What follows belongs to an exercise in optimizing a design on an open flow for small area, a short achievable clock period and few clock cycles per item; a production flow would make more cautious choices. Where RTL was checked, it was by simulation tests only, not by an equivalence proof against the original. Function not checked in run 3: the RTL went through the layout flow alone. Power is estimated from default activity; no workload was simulated.

<file path="design.v">
module tcp_synack_reply_builder (
  input  logic         clk,
  input  logic         rst,
  input  logic         in_valid,
  output logic         in_stall,
  input  logic [271:0] in_data,
  output logic         out_valid,
  input  logic         out_stall,
  output logic [256:0] out_data,
  input  logic         psel,
  input  logic         penable,
  input  logic         pwrite,
  input  logic [2:0]   paddr,
  input  logic [31:0]  pwdata,
  output logic [31:0]  prdata,
  output logic         pready
);
  function automatic logic [15:0] eac_add(input logic [15:0] x, input logic [15:0] y);
    logic [15:0] g, p, gg, pp, c;
    logic cin;
    g = x & y; p = x ^ y; gg = g; pp = p;
    for (int l = 0; l < 4; l++)
      for (int i = 0; i < 16; i++)
        if ((i >> l) & 1) begin
          gg[i] = gg[i] | (pp[i] & gg[((i >> l) << l) - 1]);
          pp[i] = pp[i] & pp[((i >> l) << l) - 1];
        end
    cin = gg[15];
    c[0] = cin;
    for (int i = 1; i < 16; i++) c[i] = gg[i-1] | (pp[i-1] & cin);
    eac_add = p ^ c;
  endfunction
  function automatic logic [15:0] eac_add0(input logic [15:0] x, input logic [15:0] y);
    logic [15:0] g, p, gg, pp, c;
    logic cin;
    g = x & y; p = x ^ y; gg = g; pp = p;
    for (int l = 0; l < 4; l++)
      for (int i = 0; i < 16; i++)
        if ((i >> l) & 1) begin
          gg[i] = gg[i] | (pp[i] & gg[((i >> l) << l) - 1]);
          pp[i] = pp[i] & pp[((i >> l) << l) - 1];
        end
    cin = gg[15] | pp[15];
    c[0] = cin;
    for (int i = 1; i < 16; i++) c[i] = gg[i-1] | (pp[i-1] & cin);
    eac_add0 = p ^ c;
  endfunction
  function automatic logic [15:0] eac_add0_ks(input logic [15:0] x, input logic [15:0] y);
    logic [15:0] p, gg, pp, g2, p2;
    p = x ^ y; gg = x & y; pp = p;
    for (int l = 0; l < 4; l++) begin
      for (int i = 0; i < 16; i++) begin
        g2[i] = gg[i] | (pp[i] & gg[(i + 16 - (1 << l)) % 16]);
        p2[i] = pp[i] & pp[(i + 16 - (1 << l)) % 16];
      end
      gg = g2; pp = p2;
    end
    for (int i = 0; i < 16; i++) eac_add0_ks[i] = p[i] ^ (gg[(i + 15) % 16] | pp[(i + 15) % 16]);
  endfunction
  function automatic logic [15:0] eac_add_ks(input logic [15:0] x, input logic [15:0] y);
    logic [15:0] p, gg, pp, g2, p2;
    p = x ^ y; gg = x & y; pp = p;
    for (int l = 0; l < 4; l++) begin
      for (int i = 0; i < 16; i++) begin
        g2[i] = gg[i] | (pp[i] & gg[(i + 16 - (1 << l)) % 16]);
        p2[i] = pp[i] & pp[(i + 16 - (1 << l)) % 16];
      end
      gg = g2; pp = p2;
    end
    for (int i = 0; i < 16; i++) eac_add_ks[i] = p[i] ^ gg[(i + 15) % 16];
  endfunction
  logic [15:0] local_port;
  logic [15:0] server_port;
  logic        wr_en;
  assign pready = 1'b1;
  assign wr_en  = psel && penable && pwrite;
  assign prdata = {16'd0, paddr[2] ? server_port : local_port};
  always_ff @(posedge clk) begin
    if (rst) begin
      local_port  <= 16'd0;
      server_port <= 16'd80;
    end else if (wr_en) begin
      if (paddr[2]) server_port <= pwdata[15:0];
      else          local_port  <= pwdata[15:0];
    end
  end
  localparam logic [15:0] TcpK = 16'h502B;
  localparam logic [15:0] CfgWRst = 16'h507B;   
  logic [15:0] cfg_o, cfg_u, cfg_v, cfg_m, cfg_w;
  assign cfg_o = paddr[2] ? local_port : server_port;
  assign cfg_u = pwdata[15:0] ^ cfg_o ^ TcpK;
  assign cfg_m = (pwdata[15:0] & cfg_o) | (pwdata[15:0] & TcpK) | (cfg_o & TcpK);
  assign cfg_v = {cfg_m[14:0], cfg_m[15]};
  always_ff @(posedge clk) begin
    if (rst)        cfg_w <= CfgWRst;
    else if (wr_en) cfg_w <= eac_add_ks(cfg_u, cfg_v);
  end
  logic [47:0] dmac, smac;
  logic [15:0] etype, dport;
  logic [7:0]  proto, flags;
  logic [31:0] sip, dip, seq_in, ack_in;
  assign {dmac, smac, etype, proto, sip, dip, dport, seq_in, ack_in, flags} = in_data;
  logic [15:0] sip_hi, sip_lo, dip_hi, dip_lo, ack_hi, ack_lo, seq_hi, seq_lo;
  assign {sip_hi, sip_lo} = sip;
  assign {dip_hi, dip_lo} = dip;
  assign {ack_hi, ack_lo} = ack_in;
  assign {seq_hi, seq_lo} = seq_in;
  logic match;
  assign match = (etype == 16'h0800) && (proto == 8'h06) && (dport == local_port) &&
                 (flags[5:0] == 6'h12);
  logic [31:0] ack_next;
  assign ack_next = seq_in + 32'd1;
  logic seq_wrap;
  assign seq_wrap = &seq_in;
  logic [15:0] sh_s, sh_m;
  assign sh_s[0] = sip_hi[0] ^ sip_lo[0] ^ dip_hi[0];
  assign sh_m[0] = (sip_hi[0] & sip_lo[0]) | (sip_hi[0] & dip_hi[0]) | (sip_lo[0] & dip_hi[0]);
  assign sh_s[1] = sip_hi[1] ^ sip_lo[1] ^ dip_hi[1];
  assign sh_m[1] = (sip_hi[1] & sip_lo[1]) | (sip_hi[1] & dip_hi[1]) | (sip_lo[1] & dip_hi[1]);
  assign sh_s[2] = sip_hi[2] ^ sip_lo[2] ^ dip_hi[2];
  assign sh_m[2] = (sip_hi[2] & sip_lo[2]) | (sip_hi[2] & dip_hi[2]) | (sip_lo[2] & dip_hi[2]);
  assign sh_s[3] = sip_hi[3] ^ sip_lo[3] ^ dip_hi[3];
  assign sh_m[3] = (sip_hi[3] & sip_lo[3]) | (sip_hi[3] & dip_hi[3]) | (sip_lo[3] & dip_hi[3]);
  assign sh_s[4] = sip_hi[4] ^ sip_lo[4] ^ dip_hi[4];
  assign sh_m[4] = (sip_hi[4] & sip_lo[4]) | (sip_hi[4] & dip_hi[4]) | (sip_lo[4] & dip_hi[4]);
  assign sh_s[5] = sip_hi[5] ^ sip_lo[5] ^ dip_hi[5];
  assign sh_m[5] = (sip_hi[5] & sip_lo[5]) | (sip_hi[5] & dip_hi[5]) | (sip_lo[5] & dip_hi[5]);
  assign sh_s[6] = sip_hi[6] ^ sip_lo[6] ^ dip_hi[6];
  assign sh_m[6] = (sip_hi[6] & sip_lo[6]) | (sip_hi[6] & dip_hi[6]) | (sip_lo[6] & dip_hi[6]);
  assign sh_s[7] = sip_hi[7] ^ sip_lo[7] ^ dip_hi[7];
  assign sh_m[7] = (sip_hi[7] & sip_lo[7]) | (sip_hi[7] & dip_hi[7]) | (sip_lo[7] & dip_hi[7]);
  assign sh_s[8] = sip_hi[8] ^ sip_lo[8] ^ dip_hi[8];
  assign sh_m[8] = (sip_hi[8] & sip_lo[8]) | (sip_hi[8] & dip_hi[8]) | (sip_lo[8] & dip_hi[8]);
  assign sh_s[9] = sip_hi[9] ^ sip_lo[9] ^ dip_hi[9];
  assign sh_m[9] = (sip_hi[9] & sip_lo[9]) | (sip_hi[9] & dip_hi[9]) | (sip_lo[9] & dip_hi[9]);
  assign sh_s[10] = sip_hi[10] ^ sip_lo[10] ^ dip_hi[10];
  assign sh_m[10] = (sip_hi[10] & sip_lo[10]) | (sip_hi[10] & dip_hi[10]) | (sip_lo[10] & dip_hi[10]);
  assign sh_s[11] = sip_hi[11] ^ sip_lo[11] ^ dip_hi[11];
  assign sh_m[11] = (sip_hi[11] & sip_lo[11]) | (sip_hi[11] & dip_hi[11]) | (sip_lo[11] & dip_hi[11]);
  assign sh_s[12] = sip_hi[12] ^ sip_lo[12] ^ dip_hi[12];
  assign sh_m[12] = (sip_hi[12] & sip_lo[12]) | (sip_hi[12] & dip_hi[12]) | (sip_lo[12] & dip_hi[12]);
  assign sh_s[13] = sip_hi[13] ^ sip_lo[13] ^ dip_hi[13];
  assign sh_m[13] = (sip_hi[13] & sip_lo[13]) | (sip_hi[13] & dip_hi[13]) | (sip_lo[13] & dip_hi[13]);
  assign sh_s[14] = sip_hi[14] ^ sip_lo[14] ^ dip_hi[14];
  assign sh_m[14] = (sip_hi[14] & sip_lo[14]) | (sip_hi[14] & dip_hi[14]) | (sip_lo[14] & dip_hi[14]);
  assign sh_s[15] = sip_hi[15] ^ sip_lo[15] ^ dip_hi[15];
  assign sh_m[15] = (sip_hi[15] & sip_lo[15]) | (sip_hi[15] & dip_hi[15]) | (sip_lo[15] & dip_hi[15]);
  logic ip_s1, ip_c2;
  logic ip_s3, ip_c4;
  logic ip_s5, ip_c6;
  logic ip_s7, ip_c8;
  logic ip_s9, ip_c10;
  logic ip_s11, ip_c12;
  logic ip_s13, ip_c14;
  logic ip_s15, ip_c16;
  logic ip_s17, ip_c18;
  logic ip_s19, ip_c20;
  logic ip_s21, ip_c22;
  logic ip_s23, ip_c24;
  logic ip_s25, ip_c26;
  logic ip_s27, ip_c28;
  logic ip_s29, ip_c30;
  logic ip_s31, ip_c32;
  logic ip_s33, ip_c34;
  logic ip_s35, ip_c36;
  logic ip_s37, ip_c38;
  logic ip_s39, ip_c40;
  logic ip_s41, ip_c42;
  logic ip_s43, ip_c44;
  logic ip_s45, ip_c46;
  logic ip_s47, ip_c48;
  logic ip_s49, ip_c50;
  logic ip_s51, ip_c52;
  logic ip_s53, ip_c54;
  logic ip_s55, ip_c56;
  logic ip_s57, ip_c58;
  logic ip_s59, ip_c60;
  logic ip_s61, ip_c62;
  logic ip_s63, ip_c64;
  logic tcp_s65, tcp_c66;
  logic tcp_s67, tcp_c68;
  logic tcp_s69, tcp_c70;
  logic tcp_s71, tcp_c72;
  logic tcp_s73, tcp_c74;
  logic tcp_s75, tcp_c76;
  logic tcp_s77, tcp_c78;
  logic tcp_s79, tcp_c80;
  logic tcp_s81, tcp_c82;
  logic tcp_s83, tcp_c84;
  logic tcp_s85, tcp_c86;
  logic tcp_s87, tcp_c88;
  logic tcp_s89, tcp_c90;
  logic tcp_s91, tcp_c92;
  logic tcp_s93, tcp_c94;
  logic tcp_s95, tcp_c96;
  logic tcp_s97, tcp_c98;
  logic tcp_s99, tcp_c100;
  logic tcp_s101, tcp_c102;
  logic tcp_s103, tcp_c104;
  logic tcp_s105, tcp_c106;
  logic tcp_s107, tcp_c108;
  logic tcp_s109, tcp_c110;
  logic tcp_s111, tcp_c112;
  logic tcp_s113, tcp_c114;
  logic tcp_s115, tcp_c116;
  logic tcp_s117, tcp_c118;
  logic tcp_s119, tcp_c120;
  logic tcp_s121, tcp_c122;
  logic tcp_s123, tcp_c124;
  logic tcp_s125, tcp_c126;
  logic tcp_s127, tcp_c128;
  logic tcp_s129, tcp_c130;
  logic tcp_s131, tcp_c132;
  logic tcp_s133, tcp_c134;
  logic tcp_s135, tcp_c136;
  logic tcp_s137, tcp_c138;
  logic tcp_s139, tcp_c140;
  logic tcp_s141, tcp_c142;
  logic tcp_s143, tcp_c144;
  logic tcp_s145, tcp_c146;
  logic tcp_s147, tcp_c148;
  logic tcp_s149, tcp_c150;
  logic tcp_s151, tcp_c152;
  logic tcp_s153, tcp_c154;
  logic tcp_s155, tcp_c156;
  logic tcp_s157, tcp_c158;
  logic tcp_s159, tcp_c160;
  logic tcp_s161, tcp_c162;
  logic tcp_s163, tcp_c164;
  logic tcp_s165, tcp_c166;
  logic tcp_s167, tcp_c168;
  logic tcp_s169, tcp_c170;
  logic tcp_s171, tcp_c172;
  logic tcp_s173, tcp_c174;
  logic tcp_s175, tcp_c176;
  logic tcp_s177, tcp_c178;
  logic tcp_s179, tcp_c180;
  logic tcp_s181, tcp_c182;
  logic tcp_s183, tcp_c184;
  logic tcp_s185, tcp_c186;
  logic tcp_s187, tcp_c188;
  logic tcp_s189, tcp_c190;
  logic tcp_s191, tcp_c192;
  logic tcp_s193, tcp_c194;
  logic tcp_s195, tcp_c196;
  logic tcp_s197, tcp_c198;
  logic tcp_s199, tcp_c200;
  logic tcp_s201, tcp_c202;
  logic tcp_s203, tcp_c204;
  logic tcp_s205, tcp_c206;
  logic tcp_s207, tcp_c208;
  logic tcp_s209, tcp_c210;
  logic tcp_s211, tcp_c212;
  logic tcp_s213, tcp_c214;
  logic tcp_s215, tcp_c216;
  logic tcp_s217, tcp_c218;
  logic tcp_s219, tcp_c220;
  logic tcp_s221, tcp_c222;
  logic tcp_s223, tcp_c224;
  logic tcp_s225, tcp_c226;
  logic tcp_s227, tcp_c228;
  logic tcp_s229, tcp_c230;
  logic tcp_s231, tcp_c232;
  logic tcp_s233, tcp_c234;
  logic tcp_s235, tcp_c236;
  logic tcp_s237, tcp_c238;
  logic tcp_s239, tcp_c240;
  logic tcp_s241, tcp_c242;
  logic tcp_s243, tcp_c244;
  logic tcp_s245, tcp_c246;
  logic tcp_s247, tcp_c248;
  logic tcp_s249, tcp_c250;
  logic tcp_s251, tcp_c252;
  logic tcp_s253, tcp_c254;
  logic tcp_s255, tcp_c256;
  assign ip_s1 = 1'b1 ^ dip_lo[0] ^ sh_s[0];
  assign ip_c2 = (1'b1 & dip_lo[0]) | (1'b1 & sh_s[0]) | (dip_lo[0] & sh_s[0]);
  assign ip_s3 = 1'b1 ^ dip_lo[1] ^ sh_s[1];
  assign ip_c4 = (1'b1 & dip_lo[1]) | (1'b1 & sh_s[1]) | (dip_lo[1] & sh_s[1]);
  assign ip_s5 = 1'b1 ^ dip_lo[2] ^ sh_s[2];
  assign ip_c6 = (1'b1 & dip_lo[2]) | (1'b1 & sh_s[2]) | (dip_lo[2] & sh_s[2]);
  assign ip_s7 = 1'b1 ^ dip_lo[3] ^ sh_s[3];
  assign ip_c8 = (1'b1 & dip_lo[3]) | (1'b1 & sh_s[3]) | (dip_lo[3] & sh_s[3]);
  assign ip_s9 = 1'b0 ^ dip_lo[4] ^ sh_s[4];
  assign ip_c10 = (1'b0 & dip_lo[4]) | (1'b0 & sh_s[4]) | (dip_lo[4] & sh_s[4]);
  assign ip_s11 = 1'b1 ^ dip_lo[5] ^ sh_s[5];
  assign ip_c12 = (1'b1 & dip_lo[5]) | (1'b1 & sh_s[5]) | (dip_lo[5] & sh_s[5]);
  assign ip_s13 = 1'b0 ^ dip_lo[6] ^ sh_s[6];
  assign ip_c14 = (1'b0 & dip_lo[6]) | (1'b0 & sh_s[6]) | (dip_lo[6] & sh_s[6]);
  assign ip_s15 = 1'b0 ^ dip_lo[7] ^ sh_s[7];
  assign ip_c16 = (1'b0 & dip_lo[7]) | (1'b0 & sh_s[7]) | (dip_lo[7] & sh_s[7]);
  assign ip_s17 = 1'b0 ^ dip_lo[8] ^ sh_s[8];
  assign ip_c18 = (1'b0 & dip_lo[8]) | (1'b0 & sh_s[8]) | (dip_lo[8] & sh_s[8]);
  assign ip_s19 = 1'b0 ^ dip_lo[9] ^ sh_s[9];
  assign ip_c20 = (1'b0 & dip_lo[9]) | (1'b0 & sh_s[9]) | (dip_lo[9] & sh_s[9]);
  assign ip_s21 = 1'b1 ^ dip_lo[10] ^ sh_s[10];
  assign ip_c22 = (1'b1 & dip_lo[10]) | (1'b1 & sh_s[10]) | (dip_lo[10] & sh_s[10]);
  assign ip_s23 = 1'b0 ^ dip_lo[11] ^ sh_s[11];
  assign ip_c24 = (1'b0 & dip_lo[11]) | (1'b0 & sh_s[11]) | (dip_lo[11] & sh_s[11]);
  assign ip_s25 = 1'b0 ^ dip_lo[12] ^ sh_s[12];
  assign ip_c26 = (1'b0 & dip_lo[12]) | (1'b0 & sh_s[12]) | (dip_lo[12] & sh_s[12]);
  assign ip_s27 = 1'b0 ^ dip_lo[13] ^ sh_s[13];
  assign ip_c28 = (1'b0 & dip_lo[13]) | (1'b0 & sh_s[13]) | (dip_lo[13] & sh_s[13]);
  assign ip_s29 = 1'b1 ^ dip_lo[14] ^ sh_s[14];
  assign ip_c30 = (1'b1 & dip_lo[14]) | (1'b1 & sh_s[14]) | (dip_lo[14] & sh_s[14]);
  assign ip_s31 = 1'b0 ^ dip_lo[15] ^ sh_s[15];
  assign ip_c32 = (1'b0 & dip_lo[15]) | (1'b0 & sh_s[15]) | (dip_lo[15] & sh_s[15]);
  assign ip_s33 = sh_m[15] ^ ip_s1 ^ ip_c32;
  assign ip_c34 = (sh_m[15] & ip_s1) | (sh_m[15] & ip_c32) | (ip_s1 & ip_c32);
  assign ip_s35 = sh_m[0] ^ ip_c2 ^ ip_s3;
  assign ip_c36 = (sh_m[0] & ip_c2) | (sh_m[0] & ip_s3) | (ip_c2 & ip_s3);
  assign ip_s37 = sh_m[1] ^ ip_c4 ^ ip_s5;
  assign ip_c38 = (sh_m[1] & ip_c4) | (sh_m[1] & ip_s5) | (ip_c4 & ip_s5);
  assign ip_s39 = sh_m[2] ^ ip_c6 ^ ip_s7;
  assign ip_c40 = (sh_m[2] & ip_c6) | (sh_m[2] & ip_s7) | (ip_c6 & ip_s7);
  assign ip_s41 = sh_m[3] ^ ip_c8 ^ ip_s9;
  assign ip_c42 = (sh_m[3] & ip_c8) | (sh_m[3] & ip_s9) | (ip_c8 & ip_s9);
  assign ip_s43 = sh_m[4] ^ ip_c10 ^ ip_s11;
  assign ip_c44 = (sh_m[4] & ip_c10) | (sh_m[4] & ip_s11) | (ip_c10 & ip_s11);
  assign ip_s45 = sh_m[5] ^ ip_c12 ^ ip_s13;
  assign ip_c46 = (sh_m[5] & ip_c12) | (sh_m[5] & ip_s13) | (ip_c12 & ip_s13);
  assign ip_s47 = sh_m[6] ^ ip_c14 ^ ip_s15;
  assign ip_c48 = (sh_m[6] & ip_c14) | (sh_m[6] & ip_s15) | (ip_c14 & ip_s15);
  assign ip_s49 = sh_m[7] ^ ip_c16 ^ ip_s17;
  assign ip_c50 = (sh_m[7] & ip_c16) | (sh_m[7] & ip_s17) | (ip_c16 & ip_s17);
  assign ip_s51 = sh_m[8] ^ ip_c18 ^ ip_s19;
  assign ip_c52 = (sh_m[8] & ip_c18) | (sh_m[8] & ip_s19) | (ip_c18 & ip_s19);
  assign ip_s53 = sh_m[9] ^ ip_c20 ^ ip_s21;
  assign ip_c54 = (sh_m[9] & ip_c20) | (sh_m[9] & ip_s21) | (ip_c20 & ip_s21);
  assign ip_s55 = sh_m[10] ^ ip_c22 ^ ip_s23;
  assign ip_c56 = (sh_m[10] & ip_c22) | (sh_m[10] & ip_s23) | (ip_c22 & ip_s23);
  assign ip_s57 = sh_m[11] ^ ip_c24 ^ ip_s25;
  assign ip_c58 = (sh_m[11] & ip_c24) | (sh_m[11] & ip_s25) | (ip_c24 & ip_s25);
  assign ip_s59 = sh_m[12] ^ ip_c26 ^ ip_s27;
  assign ip_c60 = (sh_m[12] & ip_c26) | (sh_m[12] & ip_s27) | (ip_c26 & ip_s27);
  assign ip_s61 = sh_m[13] ^ ip_c28 ^ ip_s29;
  assign ip_c62 = (sh_m[13] & ip_c28) | (sh_m[13] & ip_s29) | (ip_c28 & ip_s29);
  assign ip_s63 = sh_m[14] ^ ip_c30 ^ ip_s31;
  assign ip_c64 = (sh_m[14] & ip_c30) | (sh_m[14] & ip_s31) | (ip_c30 & ip_s31);
  assign tcp_s65 = cfg_w[0] ^ dip_lo[0] ^ ack_hi[0];
  assign tcp_c66 = (cfg_w[0] & dip_lo[0]) | (cfg_w[0] & ack_hi[0]) | (dip_lo[0] & ack_hi[0]);
  assign tcp_s67 = ack_lo[0] ^ seq_hi[0] ^ seq_lo[0];
  assign tcp_c68 = (ack_lo[0] & seq_hi[0]) | (ack_lo[0] & seq_lo[0]) | (seq_hi[0] & seq_lo[0]);
  assign tcp_s69 = cfg_w[1] ^ dip_lo[1] ^ ack_hi[1];
  assign tcp_c70 = (cfg_w[1] & dip_lo[1]) | (cfg_w[1] & ack_hi[1]) | (dip_lo[1] & ack_hi[1]);
  assign tcp_s71 = ack_lo[1] ^ seq_hi[1] ^ seq_lo[1];
  assign tcp_c72 = (ack_lo[1] & seq_hi[1]) | (ack_lo[1] & seq_lo[1]) | (seq_hi[1] & seq_lo[1]);
  assign tcp_s73 = cfg_w[2] ^ dip_lo[2] ^ ack_hi[2];
  assign tcp_c74 = (cfg_w[2] & dip_lo[2]) | (cfg_w[2] & ack_hi[2]) | (dip_lo[2] & ack_hi[2]);
  assign tcp_s75 = ack_lo[2] ^ seq_hi[2] ^ seq_lo[2];
  assign tcp_c76 = (ack_lo[2] & seq_hi[2]) | (ack_lo[2] & seq_lo[2]) | (seq_hi[2] & seq_lo[2]);
  assign tcp_s77 = cfg_w[3] ^ dip_lo[3] ^ ack_hi[3];
  assign tcp_c78 = (cfg_w[3] & dip_lo[3]) | (cfg_w[3] & ack_hi[3]) | (dip_lo[3] & ack_hi[3]);
  assign tcp_s79 = ack_lo[3] ^ seq_hi[3] ^ seq_lo[3];
  assign tcp_c80 = (ack_lo[3] & seq_hi[3]) | (ack_lo[3] & seq_lo[3]) | (seq_hi[3] & seq_lo[3]);
  assign tcp_s81 = cfg_w[4] ^ dip_lo[4] ^ ack_hi[4];
  assign tcp_c82 = (cfg_w[4] & dip_lo[4]) | (cfg_w[4] & ack_hi[4]) | (dip_lo[4] & ack_hi[4]);
  assign tcp_s83 = ack_lo[4] ^ seq_hi[4] ^ seq_lo[4];
  assign tcp_c84 = (ack_lo[4] & seq_hi[4]) | (ack_lo[4] & seq_lo[4]) | (seq_hi[4] & seq_lo[4]);
  assign tcp_s85 = cfg_w[5] ^ dip_lo[5] ^ ack_hi[5];
  assign tcp_c86 = (cfg_w[5] & dip_lo[5]) | (cfg_w[5] & ack_hi[5]) | (dip_lo[5] & ack_hi[5]);
  assign tcp_s87 = ack_lo[5] ^ seq_hi[5] ^ seq_lo[5];
  assign tcp_c88 = (ack_lo[5] & seq_hi[5]) | (ack_lo[5] & seq_lo[5]) | (seq_hi[5] & seq_lo[5]);
  assign tcp_s89 = cfg_w[6] ^ dip_lo[6] ^ ack_hi[6];
  assign tcp_c90 = (cfg_w[6] & dip_lo[6]) | (cfg_w[6] & ack_hi[6]) | (dip_lo[6] & ack_hi[6]);
  assign tcp_s91 = ack_lo[6] ^ seq_hi[6] ^ seq_lo[6];
  assign tcp_c92 = (ack_lo[6] & seq_hi[6]) | (ack_lo[6] & seq_lo[6]) | (seq_hi[6] & seq_lo[6]);
  assign tcp_s93 = cfg_w[7] ^ dip_lo[7] ^ ack_hi[7];
  assign tcp_c94 = (cfg_w[7] & dip_lo[7]) | (cfg_w[7] & ack_hi[7]) | (dip_lo[7] & ack_hi[7]);
  assign tcp_s95 = ack_lo[7] ^ seq_hi[7] ^ seq_lo[7];
  assign tcp_c96 = (ack_lo[7] & seq_hi[7]) | (ack_lo[7] & seq_lo[7]) | (seq_hi[7] & seq_lo[7]);
  assign tcp_s97 = cfg_w[8] ^ dip_lo[8] ^ ack_hi[8];
  assign tcp_c98 = (cfg_w[8] & dip_lo[8]) | (cfg_w[8] & ack_hi[8]) | (dip_lo[8] & ack_hi[8]);
  assign tcp_s99 = ack_lo[8] ^ seq_hi[8] ^ seq_lo[8];
  assign tcp_c100 = (ack_lo[8] & seq_hi[8]) | (ack_lo[8] & seq_lo[8]) | (seq_hi[8] & seq_lo[8]);
  assign tcp_s101 = cfg_w[9] ^ dip_lo[9] ^ ack_hi[9];
  assign tcp_c102 = (cfg_w[9] & dip_lo[9]) | (cfg_w[9] & ack_hi[9]) | (dip_lo[9] & ack_hi[9]);
  assign tcp_s103 = ack_lo[9] ^ seq_hi[9] ^ seq_lo[9];
  assign tcp_c104 = (ack_lo[9] & seq_hi[9]) | (ack_lo[9] & seq_lo[9]) | (seq_hi[9] & seq_lo[9]);
  assign tcp_s105 = cfg_w[10] ^ dip_lo[10] ^ ack_hi[10];
  assign tcp_c106 = (cfg_w[10] & dip_lo[10]) | (cfg_w[10] & ack_hi[10]) | (dip_lo[10] & ack_hi[10]);
  assign tcp_s107 = ack_lo[10] ^ seq_hi[10] ^ seq_lo[10];
  assign tcp_c108 = (ack_lo[10] & seq_hi[10]) | (ack_lo[10] & seq_lo[10]) | (seq_hi[10] & seq_lo[10]);
  assign tcp_s109 = cfg_w[11] ^ dip_lo[11] ^ ack_hi[11];
  assign tcp_c110 = (cfg_w[11] & dip_lo[11]) | (cfg_w[11] & ack_hi[11]) | (dip_lo[11] & ack_hi[11]);
  assign tcp_s111 = ack_lo[11] ^ seq_hi[11] ^ seq_lo[11];
  assign tcp_c112 = (ack_lo[11] & seq_hi[11]) | (ack_lo[11] & seq_lo[11]) | (seq_hi[11] & seq_lo[11]);
  assign tcp_s113 = cfg_w[12] ^ dip_lo[12] ^ ack_hi[12];
  assign tcp_c114 = (cfg_w[12] & dip_lo[12]) | (cfg_w[12] & ack_hi[12]) | (dip_lo[12] & ack_hi[12]);
  assign tcp_s115 = ack_lo[12] ^ seq_hi[12] ^ seq_lo[12];
  assign tcp_c116 = (ack_lo[12] & seq_hi[12]) | (ack_lo[12] & seq_lo[12]) | (seq_hi[12] & seq_lo[12]);
  assign tcp_s117 = cfg_w[13] ^ dip_lo[13] ^ ack_hi[13];
  assign tcp_c118 = (cfg_w[13] & dip_lo[13]) | (cfg_w[13] & ack_hi[13]) | (dip_lo[13] & ack_hi[13]);
  assign tcp_s119 = ack_lo[13] ^ seq_hi[13] ^ seq_lo[13];
  assign tcp_c120 = (ack_lo[13] & seq_hi[13]) | (ack_lo[13] & seq_lo[13]) | (seq_hi[13] & seq_lo[13]);
  assign tcp_s121 = cfg_w[14] ^ dip_lo[14] ^ ack_hi[14];
  assign tcp_c122 = (cfg_w[14] & dip_lo[14]) | (cfg_w[14] & ack_hi[14]) | (dip_lo[14] & ack_hi[14]);
  assign tcp_s123 = ack_lo[14] ^ seq_hi[14] ^ seq_lo[14];
  assign tcp_c124 = (ack_lo[14] & seq_hi[14]) | (ack_lo[14] & seq_lo[14]) | (seq_hi[14] & seq_lo[14]);
  assign tcp_s125 = cfg_w[15] ^ dip_lo[15] ^ ack_hi[15];
  assign tcp_c126 = (cfg_w[15] & dip_lo[15]) | (cfg_w[15] & ack_hi[15]) | (dip_lo[15] & ack_hi[15]);
  assign tcp_s127 = ack_lo[15] ^ seq_hi[15] ^ seq_lo[15];
  assign tcp_c128 = (ack_lo[15] & seq_hi[15]) | (ack_lo[15] & seq_lo[15]) | (seq_hi[15] & seq_lo[15]);
  assign tcp_s129 = sh_s[0] ^ sh_m[15] ^ tcp_s65;
  assign tcp_c130 = (sh_s[0] & sh_m[15]) | (sh_s[0] & tcp_s65) | (sh_m[15] & tcp_s65);
  assign tcp_s131 = tcp_s67 ^ tcp_c126 ^ tcp_c128;
  assign tcp_c132 = (tcp_s67 & tcp_c126) | (tcp_s67 & tcp_c128) | (tcp_c126 & tcp_c128);
  assign tcp_s133 = sh_s[1] ^ sh_m[0] ^ tcp_c66;
  assign tcp_c134 = (sh_s[1] & sh_m[0]) | (sh_s[1] & tcp_c66) | (sh_m[0] & tcp_c66);
  assign tcp_s135 = tcp_c68 ^ tcp_s69 ^ tcp_s71;
  assign tcp_c136 = (tcp_c68 & tcp_s69) | (tcp_c68 & tcp_s71) | (tcp_s69 & tcp_s71);
  assign tcp_s137 = sh_s[2] ^ sh_m[1] ^ tcp_c70;
  assign tcp_c138 = (sh_s[2] & sh_m[1]) | (sh_s[2] & tcp_c70) | (sh_m[1] & tcp_c70);
  assign tcp_s139 = tcp_c72 ^ tcp_s73 ^ tcp_s75;
  assign tcp_c140 = (tcp_c72 & tcp_s73) | (tcp_c72 & tcp_s75) | (tcp_s73 & tcp_s75);
  assign tcp_s141 = sh_s[3] ^ sh_m[2] ^ tcp_c74;
  assign tcp_c142 = (sh_s[3] & sh_m[2]) | (sh_s[3] & tcp_c74) | (sh_m[2] & tcp_c74);
  assign tcp_s143 = tcp_c76 ^ tcp_s77 ^ tcp_s79;
  assign tcp_c144 = (tcp_c76 & tcp_s77) | (tcp_c76 & tcp_s79) | (tcp_s77 & tcp_s79);
  assign tcp_s145 = sh_s[4] ^ sh_m[3] ^ tcp_c78;
  assign tcp_c146 = (sh_s[4] & sh_m[3]) | (sh_s[4] & tcp_c78) | (sh_m[3] & tcp_c78);
  assign tcp_s147 = tcp_c80 ^ tcp_s81 ^ tcp_s83;
  assign tcp_c148 = (tcp_c80 & tcp_s81) | (tcp_c80 & tcp_s83) | (tcp_s81 & tcp_s83);
  assign tcp_s149 = sh_s[5] ^ sh_m[4] ^ tcp_c82;
  assign tcp_c150 = (sh_s[5] & sh_m[4]) | (sh_s[5] & tcp_c82) | (sh_m[4] & tcp_c82);
  assign tcp_s151 = tcp_c84 ^ tcp_s85 ^ tcp_s87;
  assign tcp_c152 = (tcp_c84 & tcp_s85) | (tcp_c84 & tcp_s87) | (tcp_s85 & tcp_s87);
  assign tcp_s153 = sh_s[6] ^ sh_m[5] ^ tcp_c86;
  assign tcp_c154 = (sh_s[6] & sh_m[5]) | (sh_s[6] & tcp_c86) | (sh_m[5] & tcp_c86);
  assign tcp_s155 = tcp_c88 ^ tcp_s89 ^ tcp_s91;
  assign tcp_c156 = (tcp_c88 & tcp_s89) | (tcp_c88 & tcp_s91) | (tcp_s89 & tcp_s91);
  assign tcp_s157 = sh_s[7] ^ sh_m[6] ^ tcp_c90;
  assign tcp_c158 = (sh_s[7] & sh_m[6]) | (sh_s[7] & tcp_c90) | (sh_m[6] & tcp_c90);
  assign tcp_s159 = tcp_c92 ^ tcp_s93 ^ tcp_s95;
  assign tcp_c160 = (tcp_c92 & tcp_s93) | (tcp_c92 & tcp_s95) | (tcp_s93 & tcp_s95);
  assign tcp_s161 = sh_s[8] ^ sh_m[7] ^ tcp_c94;
  assign tcp_c162 = (sh_s[8] & sh_m[7]) | (sh_s[8] & tcp_c94) | (sh_m[7] & tcp_c94);
  assign tcp_s163 = tcp_c96 ^ tcp_s97 ^ tcp_s99;
  assign tcp_c164 = (tcp_c96 & tcp_s97) | (tcp_c96 & tcp_s99) | (tcp_s97 & tcp_s99);
  assign tcp_s165 = sh_s[9] ^ sh_m[8] ^ tcp_c98;
  assign tcp_c166 = (sh_s[9] & sh_m[8]) | (sh_s[9] & tcp_c98) | (sh_m[8] & tcp_c98);
  assign tcp_s167 = tcp_c100 ^ tcp_s101 ^ tcp_s103;
  assign tcp_c168 = (tcp_c100 & tcp_s101) | (tcp_c100 & tcp_s103) | (tcp_s101 & tcp_s103);
  assign tcp_s169 = sh_s[10] ^ sh_m[9] ^ tcp_c102;
  assign tcp_c170 = (sh_s[10] & sh_m[9]) | (sh_s[10] & tcp_c102) | (sh_m[9] & tcp_c102);
  assign tcp_s171 = tcp_c104 ^ tcp_s105 ^ tcp_s107;
  assign tcp_c172 = (tcp_c104 & tcp_s105) | (tcp_c104 & tcp_s107) | (tcp_s105 & tcp_s107);
  assign tcp_s173 = sh_s[11] ^ sh_m[10] ^ tcp_c106;
  assign tcp_c174 = (sh_s[11] & sh_m[10]) | (sh_s[11] & tcp_c106) | (sh_m[10] & tcp_c106);
  assign tcp_s175 = tcp_c108 ^ tcp_s109 ^ tcp_s111;
  assign tcp_c176 = (tcp_c108 & tcp_s109) | (tcp_c108 & tcp_s111) | (tcp_s109 & tcp_s111);
  assign tcp_s177 = sh_s[12] ^ sh_m[11] ^ tcp_c110;
  assign tcp_c178 = (sh_s[12] & sh_m[11]) | (sh_s[12] & tcp_c110) | (sh_m[11] & tcp_c110);
  assign tcp_s179 = tcp_c112 ^ tcp_s113 ^ tcp_s115;
  assign tcp_c180 = (tcp_c112 & tcp_s113) | (tcp_c112 & tcp_s115) | (tcp_s113 & tcp_s115);
  assign tcp_s181 = sh_s[13] ^ sh_m[12] ^ tcp_c114;
  assign tcp_c182 = (sh_s[13] & sh_m[12]) | (sh_s[13] & tcp_c114) | (sh_m[12] & tcp_c114);
  assign tcp_s183 = tcp_c116 ^ tcp_s117 ^ tcp_s119;
  assign tcp_c184 = (tcp_c116 & tcp_s117) | (tcp_c116 & tcp_s119) | (tcp_s117 & tcp_s119);
  assign tcp_s185 = sh_s[14] ^ sh_m[13] ^ tcp_c118;
  assign tcp_c186 = (sh_s[14] & sh_m[13]) | (sh_s[14] & tcp_c118) | (sh_m[13] & tcp_c118);
  assign tcp_s187 = tcp_c120 ^ tcp_s121 ^ tcp_s123;
  assign tcp_c188 = (tcp_c120 & tcp_s121) | (tcp_c120 & tcp_s123) | (tcp_s121 & tcp_s123);
  assign tcp_s189 = sh_s[15] ^ sh_m[14] ^ tcp_c122;
  assign tcp_c190 = (sh_s[15] & sh_m[14]) | (sh_s[15] & tcp_c122) | (sh_m[14] & tcp_c122);
  assign tcp_s191 = tcp_c124 ^ tcp_s125 ^ tcp_s127;
  assign tcp_c192 = (tcp_c124 & tcp_s125) | (tcp_c124 & tcp_s127) | (tcp_s125 & tcp_s127);
  assign tcp_s193 = tcp_s129 ^ tcp_s131 ^ tcp_c190;
  assign tcp_c194 = (tcp_s129 & tcp_s131) | (tcp_s129 & tcp_c190) | (tcp_s131 & tcp_c190);
  assign tcp_s195 = tcp_c130 ^ tcp_c132 ^ tcp_s133;
  assign tcp_c196 = (tcp_c130 & tcp_c132) | (tcp_c130 & tcp_s133) | (tcp_c132 & tcp_s133);
  assign tcp_s197 = tcp_c134 ^ tcp_c136 ^ tcp_s137;
  assign tcp_c198 = (tcp_c134 & tcp_c136) | (tcp_c134 & tcp_s137) | (tcp_c136 & tcp_s137);
  assign tcp_s199 = tcp_c138 ^ tcp_c140 ^ tcp_s141;
  assign tcp_c200 = (tcp_c138 & tcp_c140) | (tcp_c138 & tcp_s141) | (tcp_c140 & tcp_s141);
  assign tcp_s201 = tcp_c142 ^ tcp_c144 ^ tcp_s145;
  assign tcp_c202 = (tcp_c142 & tcp_c144) | (tcp_c142 & tcp_s145) | (tcp_c144 & tcp_s145);
  assign tcp_s203 = tcp_c146 ^ tcp_c148 ^ tcp_s149;
  assign tcp_c204 = (tcp_c146 & tcp_c148) | (tcp_c146 & tcp_s149) | (tcp_c148 & tcp_s149);
  assign tcp_s205 = tcp_c150 ^ tcp_c152 ^ tcp_s153;
  assign tcp_c206 = (tcp_c150 & tcp_c152) | (tcp_c150 & tcp_s153) | (tcp_c152 & tcp_s153);
  assign tcp_s207 = tcp_c154 ^ tcp_c156 ^ tcp_s157;
  assign tcp_c208 = (tcp_c154 & tcp_c156) | (tcp_c154 & tcp_s157) | (tcp_c156 & tcp_s157);
  assign tcp_s209 = tcp_c158 ^ tcp_c160 ^ tcp_s161;
  assign tcp_c210 = (tcp_c158 & tcp_c160) | (tcp_c158 & tcp_s161) | (tcp_c160 & tcp_s161);
  assign tcp_s211 = tcp_c162 ^ tcp_c164 ^ tcp_s165;
  assign tcp_c212 = (tcp_c162 & tcp_c164) | (tcp_c162 & tcp_s165) | (tcp_c164 & tcp_s165);
  assign tcp_s213 = tcp_c166 ^ tcp_c168 ^ tcp_s169;
  assign tcp_c214 = (tcp_c166 & tcp_c168) | (tcp_c166 & tcp_s169) | (tcp_c168 & tcp_s169);
  assign tcp_s215 = tcp_c170 ^ tcp_c172 ^ tcp_s173;
  assign tcp_c216 = (tcp_c170 & tcp_c172) | (tcp_c170 & tcp_s173) | (tcp_c172 & tcp_s173);
  assign tcp_s217 = tcp_c174 ^ tcp_c176 ^ tcp_s177;
  assign tcp_c218 = (tcp_c174 & tcp_c176) | (tcp_c174 & tcp_s177) | (tcp_c176 & tcp_s177);
  assign tcp_s219 = tcp_c178 ^ tcp_c180 ^ tcp_s181;
  assign tcp_c220 = (tcp_c178 & tcp_c180) | (tcp_c178 & tcp_s181) | (tcp_c180 & tcp_s181);
  assign tcp_s221 = tcp_c182 ^ tcp_c184 ^ tcp_s185;
  assign tcp_c222 = (tcp_c182 & tcp_c184) | (tcp_c182 & tcp_s185) | (tcp_c184 & tcp_s185);
  assign tcp_s223 = tcp_c186 ^ tcp_c188 ^ tcp_s189;
  assign tcp_c224 = (tcp_c186 & tcp_c188) | (tcp_c186 & tcp_s189) | (tcp_c188 & tcp_s189);
  assign tcp_s225 = tcp_c192 ^ tcp_s193 ^ tcp_c224;
  assign tcp_c226 = (tcp_c192 & tcp_s193) | (tcp_c192 & tcp_c224) | (tcp_s193 & tcp_c224);
  assign tcp_s227 = tcp_s135 ^ tcp_c194 ^ tcp_s195;
  assign tcp_c228 = (tcp_s135 & tcp_c194) | (tcp_s135 & tcp_s195) | (tcp_c194 & tcp_s195);
  assign tcp_s229 = tcp_s139 ^ tcp_c196 ^ tcp_s197;
  assign tcp_c230 = (tcp_s139 & tcp_c196) | (tcp_s139 & tcp_s197) | (tcp_c196 & tcp_s197);
  assign tcp_s231 = tcp_s143 ^ tcp_c198 ^ tcp_s199;
  assign tcp_c232 = (tcp_s143 & tcp_c198) | (tcp_s143 & tcp_s199) | (tcp_c198 & tcp_s199);
  assign tcp_s233 = tcp_s147 ^ tcp_c200 ^ tcp_s201;
  assign tcp_c234 = (tcp_s147 & tcp_c200) | (tcp_s147 & tcp_s201) | (tcp_c200 & tcp_s201);
  assign tcp_s235 = tcp_s151 ^ tcp_c202 ^ tcp_s203;
  assign tcp_c236 = (tcp_s151 & tcp_c202) | (tcp_s151 & tcp_s203) | (tcp_c202 & tcp_s203);
  assign tcp_s237 = tcp_s155 ^ tcp_c204 ^ tcp_s205;
  assign tcp_c238 = (tcp_s155 & tcp_c204) | (tcp_s155 & tcp_s205) | (tcp_c204 & tcp_s205);
  assign tcp_s239 = tcp_s159 ^ tcp_c206 ^ tcp_s207;
  assign tcp_c240 = (tcp_s159 & tcp_c206) | (tcp_s159 & tcp_s207) | (tcp_c206 & tcp_s207);
  assign tcp_s241 = tcp_s163 ^ tcp_c208 ^ tcp_s209;
  assign tcp_c242 = (tcp_s163 & tcp_c208) | (tcp_s163 & tcp_s209) | (tcp_c208 & tcp_s209);
  assign tcp_s243 = tcp_s167 ^ tcp_c210 ^ tcp_s211;
  assign tcp_c244 = (tcp_s167 & tcp_c210) | (tcp_s167 & tcp_s211) | (tcp_c210 & tcp_s211);
  assign tcp_s245 = tcp_s171 ^ tcp_c212 ^ tcp_s213;
  assign tcp_c246 = (tcp_s171 & tcp_c212) | (tcp_s171 & tcp_s213) | (tcp_c212 & tcp_s213);
  assign tcp_s247 = tcp_s175 ^ tcp_c214 ^ tcp_s215;
  assign tcp_c248 = (tcp_s175 & tcp_c214) | (tcp_s175 & tcp_s215) | (tcp_c214 & tcp_s215);
  assign tcp_s249 = tcp_s179 ^ tcp_c216 ^ tcp_s217;
  assign tcp_c250 = (tcp_s179 & tcp_c216) | (tcp_s179 & tcp_s217) | (tcp_c216 & tcp_s217);
  assign tcp_s251 = tcp_s183 ^ tcp_c218 ^ tcp_s219;
  assign tcp_c252 = (tcp_s183 & tcp_c218) | (tcp_s183 & tcp_s219) | (tcp_c218 & tcp_s219);
  assign tcp_s253 = tcp_s187 ^ tcp_c220 ^ tcp_s221;
  assign tcp_c254 = (tcp_s187 & tcp_c220) | (tcp_s187 & tcp_s221) | (tcp_c220 & tcp_s221);
  assign tcp_s255 = tcp_s191 ^ tcp_c222 ^ tcp_s223;
  assign tcp_c256 = (tcp_s191 & tcp_c222) | (tcp_s191 & tcp_s223) | (tcp_c222 & tcp_s223);
  logic [15:0] ip_a, ip_b, tcp_a, tcp_b;
  assign ip_a = {ip_c62, ip_c60, ip_c58, ip_c56, ip_c54, ip_c52, ip_c50, ip_c48, ip_c46, ip_c44, ip_c42, ip_c40, ip_c38, ip_c36, ip_c34, ip_s33};
  assign ip_b = {ip_s63, ip_s61, ip_s59, ip_s57, ip_s55, ip_s53, ip_s51, ip_s49, ip_s47, ip_s45, ip_s43, ip_s41, ip_s39, ip_s37, ip_s35, ip_c64};
  assign tcp_a = {tcp_c254, tcp_c252, tcp_c250, tcp_c248, tcp_c246, tcp_c244, tcp_c242, tcp_c240, tcp_c238, tcp_c236, tcp_c234, tcp_c232, tcp_c230, tcp_c228, tcp_c226, tcp_s225};
  assign tcp_b = {tcp_s255, tcp_s253, tcp_s251, tcp_s249, tcp_s247, tcp_s245, tcp_s243, tcp_s241, tcp_s239, tcp_s237, tcp_s235, tcp_s233, tcp_s231, tcp_s229, tcp_s227, tcp_c256};
  logic [15:0] tcp_x, tcp_y, tcp_hs, tcp_hc;
  assign tcp_x  = ~tcp_a;
  assign tcp_y  = ~tcp_b;
  assign tcp_hs = tcp_x ^ tcp_y ^ {15'd0, seq_wrap};
  assign tcp_hc = (tcp_x & tcp_y) | ({15'd0, seq_wrap} & (tcp_x ^ tcp_y));
  localparam int W = 1 + 48 + 48 + 32 + 32 + 32 + 32 + 32 + 32 + 0;
  logic         ld;
  logic [W-1:0] nxt, q;
  assign ld       = !out_valid || !out_stall;
  assign in_stall = !ld;
  assign nxt = {1'b1, smac, dmac, dip, sip, ack_in, ack_next, ~ip_a, ~ip_b, tcp_hs, {tcp_hc[14:0], tcp_hc[15]}};
  always_ff @(posedge clk) begin
    if (rst)     out_valid <= 1'b0;
    else if (ld) out_valid <= in_valid;
  end
  logic ld_m, hold;
  logic [W-1:0] q_d;
  assign ld_m = ld && match;
  assign hold = !ld;
  assign q_d = (nxt & {W{ld_m}}) | (q & {W{hold}});
  always_ff @(posedge clk) begin
    q <= q_d;
  end
  logic        q_send;
  logic [47:0] q_dmac, q_smac;
  logic [31:0] q_sip, q_dip, q_seq, q_ack;
  logic [15:0] q_ipx, q_ipy, q_tcpx, q_tcpy;
  logic        q_wrap;
  assign {q_send, q_dmac, q_smac, q_sip, q_dip, q_seq, q_ack, q_ipx, q_ipy, q_tcpx, q_tcpy} = q;
  assign q_wrap = 1'b0;
  assign out_data = {q_send, q_dmac, q_smac, q_sip, q_dip, eac_add0_ks(q_ipx, q_ipy),
                     q_seq, q_ack, eac_add0_ks(q_tcpx, q_tcpy)};
endmodule
</file>
<file path="flow/run.sh">
#!/bin/bash
# Standard ORFS layout (the standard.sh), with the port buffers that
# buffer_ports inserts made sky130_fd_sc_hd__buf_1 instead of its default pick.
set -uo pipefail
bash standard.sh BUFFER_PORTS_ARGS="-buffer_cell sky130_fd_sc_hd__buf_1" ADDER_MAP_FILE= finish > standard_make.log 2>&1
status=$?
tail -50 standard_make.log
exit $status
</file>
<file path="standard.sh">
#!/bin/bash
# synth_recipe.tcl (not shown) runs the flow's synth.tcl, then flattens the netlist and writes it again
# the make line also repeats each setting of config.mk as NAME=value (left out here)
make -C /OpenROAD-flow-scripts/flow DESIGN_CONFIG=/design/flow/config.mk WORK_HOME=/design/flow/orfs CLKGATE_MAP_FILE= SYNTH_SCRIPT=/design/flow/synth_recipe.tcl "${@:-finish}"
</file>
<file path="config.mk">
export PLATFORM = sky130hd
export DESIGN_NAME = tcp_synack_reply_builder
export DESIGN_NICKNAME = tcp_synack_reply_builder
export VERILOG_FILES = /design/flow/design.v
export SDC_FILE = /design/flow/constraint.sdc
export NUM_CORES = 4
export LEC_CHECK = 0
export ABC_AREA = 1
export CAP_MARGIN = 20
export CORE_MARGIN = 2
export CORE_UTILIZATION = 40
export SETUP_SLACK_MARGIN = 3.6
export SLEW_MARGIN = 20
</file>
<file path="constraint.sdc">
create_clock -name core_clock -period 8.0 [get_ports {clk}]
set_input_delay 1.6000 -clock core_clock [delete_from_list [all_inputs] [get_ports {clk}]]
set_output_delay 1.6000 -clock core_clock [all_outputs]
set_load 0.01 [all_outputs]
</file>
==> flow_summary.json, run 1 <==
{
  "status": "complete, no violations",
  "cts_hold_buf": 0,
  "dp_hpwl_um": 65600,
  "grt_pass1_wl_um": 123000,
  "finalPower_mw": 4.84,
  "place_congestion": 0.962,
  "clock-root-buffer": "clkbuf_16",
  "crit_type": "input port to primary output",
  "grt_max_degree": 163,
  "synth.most_common_cell": "nand2_1",
  "synth.avg_cell_area_sq_um": 6.29,
  "die_w_um": 242,
  "fin_crit_ns": 4.31,
  "final_core_util_pct": 46.2,
  "drt-vias-per-instance": 4.91,
  "cellPowerDensity_mw_per_mm2": 187,
  "ys_seq_elements": 338,
  "maxSlewHeadroom_pct": 33.7,
  "synth-edff-count": 1,
  "setup_viol": 0,
  "fin_nets": 4231,
  "finalClockSkew_ns": 0.0200,
  "drive_gt1_share_pct": 8.25,
  "antenna_left": 0,
  "drc": 0,
  "synthCells": 3601,
  "core_area_sq_mm": 0.0562,
  "numCtsBuffers": 42,
  "grt_pass1_vias": 21100,
  "grt_antenna_before_repair": 3,
  "hold_path_class": "register to register",
  "maxCapViolations": 0,
  "syn-cell-area_sq_mm": 0.0226,
  "max_freq_ghz": 0.232,
  "clk_latency_ns": 0.60,
  "path_clk_slew_ns": 0.06,
  "die_area_sq_mm": 0.0585,
  "synth_top_area_cell": "dfxtp_1",
  "htreeDepth": 2,
  "hold_viol_final": 0,
  "ir_drop_mv": 0.138,
  "syn2layout_area_growth_pct": 14.5,
  "maxSlewViolCount": 0,
  "row_count": 87,
  "drt_wl_total_um": 81600,
  "holdWs_ns": 0.455,
  "crit_arrival_ns": 2.71,
  "firstDrtPassIters": 6,
  "vias": 23100,
  "p_leak_nw": 12.1,
  "cts_sinks": 338,
  "tritoncts": "done",
  "yosysSeqAreaShare_pct": 29.9,
  "synth.distinct_cells": 48,
  "tightest_slew_ns": 0.994,
  "die_h_um": 242,
  "worstPathMaxFanout": 62,
  "ios": 606,
  "rsz0062_at_grt": "yes",
  "synthFlopType": "dfxtp_1",
  "gr-usage-all-layers_pct": 26.8,
  "startpoint_type": "input port",
  "yosysWarnings": 1,
  "synth_top_cell_area_share_pct": 29.8,
  "synth_common_cells": "nand2_1, inv_1, dfxtp_1",
  "synth_area_leaders": "dfxtp_1, nand2_1, buf_4",
  "start_util_pct": 40.3,
  "n_fill_cell": 6021,
  "required_ns": 6.40,
  "cts.path.max_buffers": 3,
  "overflow": 0,
  "fin_crit_sh_pct": 53.9,
  "r2r_slack_ns": 4.50,
  "drt_first_iter_violations": 1471,
  "wl_per_cell_um": 17.3,
  "async_reset_ff_share_pct": 0,
  "end_kind": "primary output",
  "tns_ns": 0,
  "port_buffers": 568
}
[layout by cell type (no fill, tap or decap), types with 5 or more instances in the layout]
| cell type | instances |
|---|---|
| a21oi_1 | 160 |
| a22o_1 | 99 |
| buf_1 | 548 |
| buf_2 | 7 |
| buf_4 | 16 |
| bufinv_16 | 7 |
| clkbuf_1 | 5 |
| clkbuf_16 | 42 |
| clkbuf_2 | 11 |
| clkbuf_8 | 8 |
| clkinvlp_4 | 5 |
| conb_1 | 17 |
| dfxtp_1 | 317 |
| dfxtp_2 | 20 |
| inv_1 | 469 |
| inv_2 | 19 |
| nand2_1 | 1064 |
| nand2_2 | 31 |
| nand3_1 | 199 |
| nand3b_1 | 11 |
| nand4_1 | 24 |
| nor2_1 | 168 |
| nor2_2 | 50 |
| nor2_4 | 45 |
| nor3_1 | 22 |
| nor4_1 | 18 |
| nor4_4 | 8 |
| o211ai_2 | 5 |
| o21ai_0 | 270 |
| o21ai_1 | 66 |
| o21ai_2 | 5 |
| or2_1 | 13 |
| or2_2 | 14 |
| xnor2_1 | 28 |
| xor2_1 | 105 |
| xor2_2 | 6 |
[per-layer routing]
layer / routed length (um) / vias up / part of all wire (%) / global-route usage (%)
met4: 2330 / 4 / 2.9 / 7.68
met3: 5170 / 110 / 6.3 / 4.36
li1: - / 11800 / - / -
met1: 35700 / 10400 / 44 / 34.9
met5: 26 / - / 0.032 / 0
met2: 38300 / 745 / 47 / 45.9
[timing repair]
| action | CTS | global route |
|---|---|---|
| endpoints found under the setup margin | 34 | 99 |
| gates resized for setup | 52 | 177 |
| hold endpoints to repair | 0 | 0 |
| pin swaps | 0 | 17 |
| setup buffers | 0 | 6 |
[state kept, by name (all words and copies together) (netlist names), named ones only]
signal / cells
cfg_w: 16
local_port: 16
out_valid: 1
q: 288
server_port: 16
[cells by family (layout without fill, tap and decap cells)]
group                  after synthesis  in the layout  synth area share [%]
AO/OA/AOI/OAI                      621            621                  15.8
XOR/XNOR                           139            139                  5.38
buffers and inverters              818           1152                  17.8
flip-flops                         338            338                  29.9
other                                2             18                0.0332
AND/OR/NAND/NOR                   1683           1683                  31.0
[report_power, final]
part / internal (mW) / switching [mW]
Sequential: 1.69 / 0.00885
Clock: 1.24 / 0.835
Combinational: 0.335 / 0.725
Total: 3.27 / 1.57
[final cells by class]
class                   count  area (sq um)  share of cell area, %
clock inverters            23           338                   1.30
clock buffers              54          1170                   4.50
repair buffers            584          2300                   8.88
inverters                 491          1870                   7.23
well taps                 756           946                   3.65
multi-input cells        2460         12500                   48.2
flip-flops and latches    338          6800                   26.2
diodes                      1          2.50                0.00965
[worst paths after layout]
path | from | endpoint | depth (start not counted)
worst max register to register | local_port[0]$_SDFFE_PP0P_ | q[225]$_DFF_P_ | 10
worst min register to register | q[123]$_DFF_P_ | q[123]$_DFF_P_ | 2
worst max-delay path | paddr[2] | prdata[12] | 5
worst min-delay path | q[123]$_DFF_P_ | q[123]$_DFF_P_ | 2
[through the flow]
step	instances	setup slack [ns]	area, sq um
after floorplan	3616	3.70	22700
after global placement	4623	3.09	23700
after detailed placement	4623	3.14	23700
after CTS	4700	3.60	25400
after global routing	4706	3.55	25900
final	4707	3.69	25900
[critical path, stage by stage]
cell,delay (ns)
clkbuf_2,0.08
clkbuf_8,0.35
inv_2,0.19
o21ai_0,0.28
buf_1,0.19
Testbench counts, summed over its fixed seeds: cycles 9,608, items 9,600.
==> inputs of run 2 (changes only) <==
--- a/config.mk
+++ b/config.mk
@@ -11,3 +11,3 @@
 export CORE_UTILIZATION = 40
-export SETUP_SLACK_MARGIN = 3.6
+export SETUP_SLACK_MARGIN = 3.9
 export SLEW_MARGIN = 20
==> run 2 against run 1 <==
Effect of this change:
- still clean
- sequential power is essentially flat
- fmax up 3.2%
- count of clock-buffer cells in the layout grew 3
- sequential share of layout area fell by 0.88 points
- register-to-register slack gained 0.39 ns
- synthesized area stayed put
- critical endpoint is now out_data[84]
- highest routed layer unchanged
==> flow_summary.json, run 2 <==
{
  "grt_antenna_before_repair": 8,
  "synth_area_leaders": "dfxtp_1, nand2_1, buf_4",
  "r2r_cells": 9,
  "wl_per_cell_um": 17.4,
  "worstPathMaxFanout": 3,
  "core_area_sq_mm": 0.0562,
  "grt_pass1_wl_um": 125000,
  "grt_max_degree": 82,
  "finalPower_mw": 4.81,
  "dp_hpwl_um": 65800,
  "port_buffers": 568,
  "synth-edff-count": 1,
  "fin_crit_ns": 4.18,
  "gr-max-usage-layer": "met2",
  "cts_sinks": 338,
  "synth_top_area_cell": "dfxtp_1",
  "die_w_um": 242,
  "synth.avg_cell_area_sq_um": 6.29,
  "use_met1_pct": 33.7,
  "vias": 23600,
  "yosysWarnings": 1,
  "place_congestion": 0.945,
  "rr_startpoint": "local_port[15]$_SDFFE_PP0P_",
  "crit_type": "register to primary output",
  "firstDrtPassIters": 6,
  "tns_ns": 0,
  "drt_wl_total_um": 83900,
  "met2_usage_pct": 47.0,
  "synth_common_cells": "nand2_1, inv_1, dfxtp_1",
  "largest_register": "q",
  "gr-usage-met3_pct": 5.71,
  "final_core_util_pct": 48.4,
  "ios": 606,
  "antenna_left": 0,
  "htreeDepth": 2,
  "die_area_sq_mm": 0.0585,
  "synthFlopType": "dfxtp_1",
  "async_reset_ff_share_pct": 0,
  "maxCapViolations": 0,
  "maxSlewViolCount": 0,
  "syn-cell-area_sq_mm": 0.0226,
  "tightest_slew_ns": 0.935,
  "drt_first_iter_violations": 1281,
  "row_count": 87,
  "syn2layout_area_growth_pct": 20.0,
  "final_common_cell": "nand2_1",
  "hold_path_depth": 2,
  "ir_drop_mv": 0.148,
  "ys_seq_elements": 338,
  "synth_top_cell_area_share_pct": 29.8,
  "die_h_um": 242,
  "overflow": 0,
  "worstHoldStart": "q[73]$_DFF_P_",
  "numCtsBuffers": 43,
  "drt-vias-per-instance": 4.92,
  "path_clk_slew_ns": 0.06,
  "holdPathEnd": "q[73]$_DFF_P_",
  "p_leak_nw": 12.9,
  "p_comb_share_pct": 22.2,
  "grt_pass1_vias": 22000,
  "tritoncts": "done",
  "rsz0062_at_grt": "yes",
  "status": "complete, no violations",
  "switching_power_mw": 1.54,
  "maxSlewHeadroom_pct": 37.6,
  "setup_viol": 0,
  "end_kind": "primary output",
  "final_cell_mix": "nand2_1, buf_1, inv_1, dfxtp_1, o21ai_0",
  "clock-root-buffer": "clkbuf_16",
  "clk_latency_ns": 0.58,
  "drc": 0,
  "cellPowerDensity_mw_per_mm2": 177,
  "hold_viol_final": 0,
  "fin_nets": 4332,
  "startpoint_type": "register",
  "synth.distinct_cells": 48,
  "gr-usage-all-layers_pct": 27.5,
  "n_fill_cell": 5887,
  "max_freq_ghz": 0.239,
  "p_int_mw": 3.27,
  "timing.rr.end": "q[282]$_DFF_P_",
  "p_clk_share_pct": 42.5,
  "cts_hold_buf": 0,
  "drive_gt1_share_pct": 15.4,
  "yosysSeqAreaShare_pct": 29.9,
  "r2r_slack_ns": 4.89,
  "power.share.sequential_pct": 35.3,
  "sw_frac_of_total_pct": 32.1,
  "cts.path.max_buffers": 3,
  "fin_crit_sh_pct": 52.3,
  "synthCells": 3601,
  "crit_arrival_ns": 2.58,
  "synth.most_common_cell": "nand2_1",
  "finalClockSkew_ns": 0.0347,
  "start_util_pct": 40.3,
  "required_ns": 6.40,
  "largest_reg_flops": 288,
  "hold_path_class": "register to register"
}
-- run 2: timing repair --
item | in CTS | in global routing
endpoints found under the hold margin | 0 | 0
buffers inserted | 79 | 25
pin swaps | 94 | 111
gates cloned | 2 | 0
resized for setup | 358 | 161
setup endpoints to repair | 109 | 94
-- run 2: cell families (layout without fill, tap and decap cells) --
group,Yosys count,in the layout,synth area share [%]
flops,338,338,29.9
other cells,2,19,0.0332
simple gates,1683,1683,31.0
compound gates,621,621,15.8
buf+inv,818,1250,17.8
xor+xnor,139,139,5.38
-- run 2: power by group through the flow --
stage	Combinational (mW)	Sequential [mW]	Clock, mW
2_1_floorplan	0.760	1.74	0
3_3_place_gp	1.04	1.74	0
3_5_place_dp	1.05	1.74	0
4_1_cts	1.06	1.70	2.09
5_1_grt	1.21	1.70	2.16
6_report	1.07	1.70	2.05
-- run 2: per-stage QoR --
| stage | setup slack, ns | cell area [sq um] | std cells | hold slack [ns] |
|---|---|---|---|---|
| after floorplan | 3.91 | 22700 | 3616 | 0.427 |
| after global placement | 3.03 | 23700 | 4623 | 0.438 |
| after detailed placement | 3.11 | 23700 | 4623 | 0.443 |
| after CTS | 3.82 | 26700 | 4779 | 0.453 |
| after global routing | 3.71 | 27200 | 4804 | 0.468 |
| final | 3.82 | 27200 | 4806 | 0.452 |
-- run 2: final cells by class --
cell class | instances | area [sq um] | area share (%)
Inverter | 491 | 1880 | 6.90
Clock inverter | 18 | 251 | 0.925
Timing Repair inverter | 1 | 8.76 | 0.0322
Antenna cell | 2 | 5.00 | 0.0184
Sequential cell | 338 | 6890 | 25.4
Clock buffer | 57 | 1230 | 4.52
Multi-Input combinational cell | 2460 | 12900 | 47.3
Tap cell | 756 | 946 | 3.48
Timing Repair Buffer | 683 | 3110 | 11.4
-- run 2: how the worst max path moves through the flow --
stage | startpoint | end | slack [ns] | cells past startpoint
after detailed placement | in_data[167] | q[282]$_DFF_P_ | 3.11 | 9
after floorplan | out_stall | in_stall | 3.91 | 5
after CTS | q[33]$_DFF_P_ | out_data[84] | 3.82 | 13
after global routing | q[62]$_DFF_P_ | out_data[84] | 3.71 | 13
after global placement | in_data[83] | q[196]$_DFF_P_ | 3.03 | 11
final | q[62]$_DFF_P_ | out_data[84] | 3.82 | 15
-- run 2: per-layer routing --
| layer | routed length, um | share of wire [%] | vias up |
|---|---|---|---|
| met1 | 35400 | 42 | 10700 |
| li1 | - | - | 12000 |
| met5 | 78 | 0.093 | - |
| met3 | 5520 | 6.6 | 159 |
| met2 | 39300 | 47 | 743 |
| met4 | 3610 | 4.3 | 12 |
-- run 2: worst max-delay path, stage by stage (launching register included) --
cell and delay, ns:
dfxtp_4 0.36, nand2_4 0.08, inv_2 0.04, nor2_4 0.09, inv_2 0.06, nor2_4 0.11
inv_2 0.07, nor2_4 0.13, buf_4 0.12, buf_4 0.09, buf_4 0.09, buf_4 0.10
nand3_1 0.06, nand2_1 0.14, xor2_2 0.26, buf_2 0.18
==> inputs of run 3 (changes only) <==
--- a/design.v
+++ b/design.v
@@ -111,3 +111,10 @@
   logic [31:0] ack_next;
-  assign ack_next = seq_in + 32'd1;
+  logic [31:0] seq_pre;
+  always_comb begin
+    seq_pre = seq_in;
+    for (int l = 0; l < 5; l++)
+      for (int i = 0; i < 32; i++)
+        if ((i >> l) & 1) seq_pre[i] = seq_pre[i] & seq_pre[((i >> l) << l) - 1];
+  end
+  assign ack_next = seq_in ^ {seq_pre[30:0], 1'b1};
   logic seq_wrap;
--- a/flow/run.sh
+++ b/flow/run.sh
@@ -4,3 +4,3 @@
 set -uo pipefail
-bash standard.sh BUFFER_PORTS_ARGS="-buffer_cell sky130_fd_sc_hd__buf_1" ADDER_MAP_FILE= finish > standard_make.log 2>&1
+bash standard.sh BUFFER_PORTS_ARGS="-buffer_cell sky130_fd_sc_hd__buf_1" finish > standard_make.log 2>&1
 status=$?
--- a/config.mk
+++ b/config.mk
@@ -7,3 +7,3 @@
 export LEC_CHECK = 0
-export ABC_AREA = 1
+export ABC_AREA = 0
 export CAP_MARGIN = 20
==> run 3 against run 2 <==
Effect of this change:
- sequential share of layout area grew 1.1 points
- clock skew down 0.0068 ns
- fmax down 0.33%
- critical path type unchanged
- largest cell class unchanged
- largest power group unchanged
- highest routed layer unchanged
==> flow_summary.json, run 3 <==
{
  "hold_path_class": "register to register",
  "cpPeakStageDelay_ns": 0.34,
  "synth_top_family_by_area": "simple AND/OR/NAND/NOR gates",
  "tns_ns": 0,
  "cpMostUsedCell": "a21o_1",
  "maxSlewHeadroom_pct": 34.6,
  "async_reset_ff_share_pct": 0,
  "ir_drop_mv": 0.183,
  "maxSlewViolCount": 0,
  "synthCells": 2713,
  "worstPathMaxFanout": 4,
  "synth_area_leaders": "dfxtp_1, fa_1, nand2_1",
  "yosysSeqAreaShare_pct": 31.0,
  "dp_hpwl_um": 57300,
  "drc": 0,
  "syn-cell-area_sq_mm": 0.0219,
  "p_int_mw": 3.25,
  "start_util_pct": 40.6,
  "drt_first_iter_violations": 1259,
  "maxCapViolations": 0,
  "final_cell_mix": "nand2_1, buf_1, dfxtp_1, inv_1, nand3_1",
  "tightest_slew_ns": 0.981,
  "place_area_sq_mm": 0.0230,
  "vias": 19200,
  "die_w_um": 238,
  "die_area_sq_mm": 0.0566,
  "power.share.sequential_pct": 36.2,
  "synth.avg_cell_area_sq_um": 8.07,
  "grt_pass1_wl_um": 110000,
  "synth-edff-count": 1,
  "hold_viol_final": 0,
  "end_kind": "primary output",
  "syn2layout_area_growth_pct": 18.0,
  "switching_power_mw": 1.44,
  "wl_per_cell_um": 19.9,
  "fin_crit_ns": 4.20,
  "clk_latency_ns": 0.59,
  "clock-root-buffer": "clkbuf_16",
  "final_common_cell": "nand2_1",
  "multi_input_area_sq_mm": 0.0129,
  "die_h_um": 238,
  "seq_area_sq_mm": 0.00682,
  "crit_buf_inv": 1,
  "largest_register": "q",
  "sw_frac_of_total_pct": 30.8,
  "status": "complete, no violations",
  "synthFlopType": "dfxtp_1",
  "path_cells": "ha_4, a21o_1, a21o_1, a21o_1, a211o_1, a221oi_2, xnor2_2, buf_2",
  "grt_max_degree": 96,
  "cts_sinks": 338,
  "fin_crit_sh_pct": 52.4,
  "p_comb_share_pct": 23.0,
  "synth_top_area_cell": "dfxtp_1",
  "core_area_sq_mm": 0.0539,
  "design_area_sq_mm": 0.0258,
  "port_buffers": 568,
  "rsz0062_at_grt": "yes",
  "setup_viol": 0,
  "synthAdderAreaFrac_pct": 17.4,
  "place_congestion": 0.932,
  "row_count": 85,
  "max_freq_ghz": 0.238,
  "cellPowerDensity_mw_per_mm2": 182,
  "n_fill_cell": 5326,
  "required_ns": 6.40,
  "drt_wl_total_um": 74400,
  "firstDrtPassIters": 5,
  "fin_nets": 3551,
  "cts.path.max_buffers": 3,
  "ys_seq_elements": 338,
  "antenna_left": 0
}
[run 3: changes by cell type after synthesis, moves of 26 or more]
cell      before  now
a21oi_1      160  114
a22o_1        99    1
clkbuf_1      61  116
fa_1           0  127
ha_1           0  102
inv_1        477  290
mux2_2         0   26
nand2_1     1079  602
nor2_1       251   62
o21ai_0      283   64
o21ai_1       53    1
o31ai_1        4  109
xor2_1       111   30
[run 3: repair_timing]
| action | in CTS | in global routing |
|---|---|---|
| pin swaps | 27 | 64 |
| setup endpoints to repair | 156 | 143 |
| resized for setup | 191 | 125 |
| setup buffers | 14 | 23 |
| cloned | 1 | 0 |
[run 3: worst min-delay path, stage by stage, from the launching register on]
cell and delay [ns]:
dfxtp_1 0.31, nand2_1 0.05, nand2_1 0.04
[run 3: layout make-up]
cell class                 count  area share, %
antenna                        2         0.0194
clock buffer                  58           4.53
clock inverter                14          0.809
inverter                     291           4.74
multi-input combinational   1717           50.1
sequential                   338           26.4
tap                          696           3.37
timing repair buffer         617           9.99
timing repair inverter         1         0.0339
[run 3: worst paths after layout]
kind | slack (ns) | endpoint | cells after the start | start
min | 0.43 | q[211]$_DFF_P_ | 2 | q[211]$_DFF_P_
max | 3.80 | out_data[12] | 8 | q[17]$_DFF_P_
min reg2reg | 0.43 | q[211]$_DFF_P_ | 2 | q[211]$_DFF_P_
max reg2reg | 4.75 | q[214]$_DFF_P_ | 8 | local_port[1]$_SDFFE_PP0P_
[run 3: logic make-up (layout without fill, tap and decap cells)]
kind of cell / count (synthesis) / after routing
buf+inv: 673 / 981
mux: 37 / 37
xor+xnor: 76 / 76
compound gates: 399 / 399
simple gates: 959 / 959
other cells: 2 / 19
flops: 338 / 338
fa+ha+maj: 229 / 229
[run 3: per-stage QoR]
stage | std cells | util [%] | hold WS, ns | worst slack, ns
2_1_floorplan | 2728 | - | 0.417 | 3.69
3_5_place_dp | 3622 | 42.6 | 0.427 | 2.67
4_1_cts | 3709 | 46.6 | 0.436 | 3.78
6_report | 3734 | 47.9 | 0.432 | 3.80
3_3_place_gp | 3622 | 42.6 | 0.422 | 2.70
5_1_grt | 3734 | 47.9 | 0.450 | 3.70
[run 3: power by group through the flow]
stage,clock network [mW],logic (mW),registers (mW)
finish,1.92,1.08,1.70
global route,2.02,1.24,1.70
CTS,1.96,1.08,1.70
detailed placement,0,1.07,1.74
global placement,0,1.05,1.73
floorplan,0,0.720,1.73
[run 3: per-layer routing]
layer	vias up	share of wire, %	track usage [%]
met5	-	0.017	0
met4	2	3.4	9.03
met3	115	6.7	4.84
met2	704	48	42.6
met1	9109	42	32.0
li1	9225	-	-

-- what the ideal ports hide --
No port has a modelled driver above. Below, the same layouts with a new extraction and two added sets of constraints. Step 1: set_driving_cell puts a clkbuf_16 on clk and a buf_2 on each other input, an assumption about the parent block. Step 2, shift: input delay + t, output delay - t, t = (earliest + latest rising clock arrival at the registers) / 2. This alone moves slack from input paths to output paths. Three values: no drivers, after step 1, after step 2; two values: the first two.
run | t, ns | setup WS [ns]
run 1 | 0.653 | 3.686 / 3.650 / 3.185
run 2 | 0.640 | 3.818 / 3.752 / 3.553
run 3 | 0.633 | 3.805 / 3.741 / 3.343
After both steps every run listed still meets setup and hold.
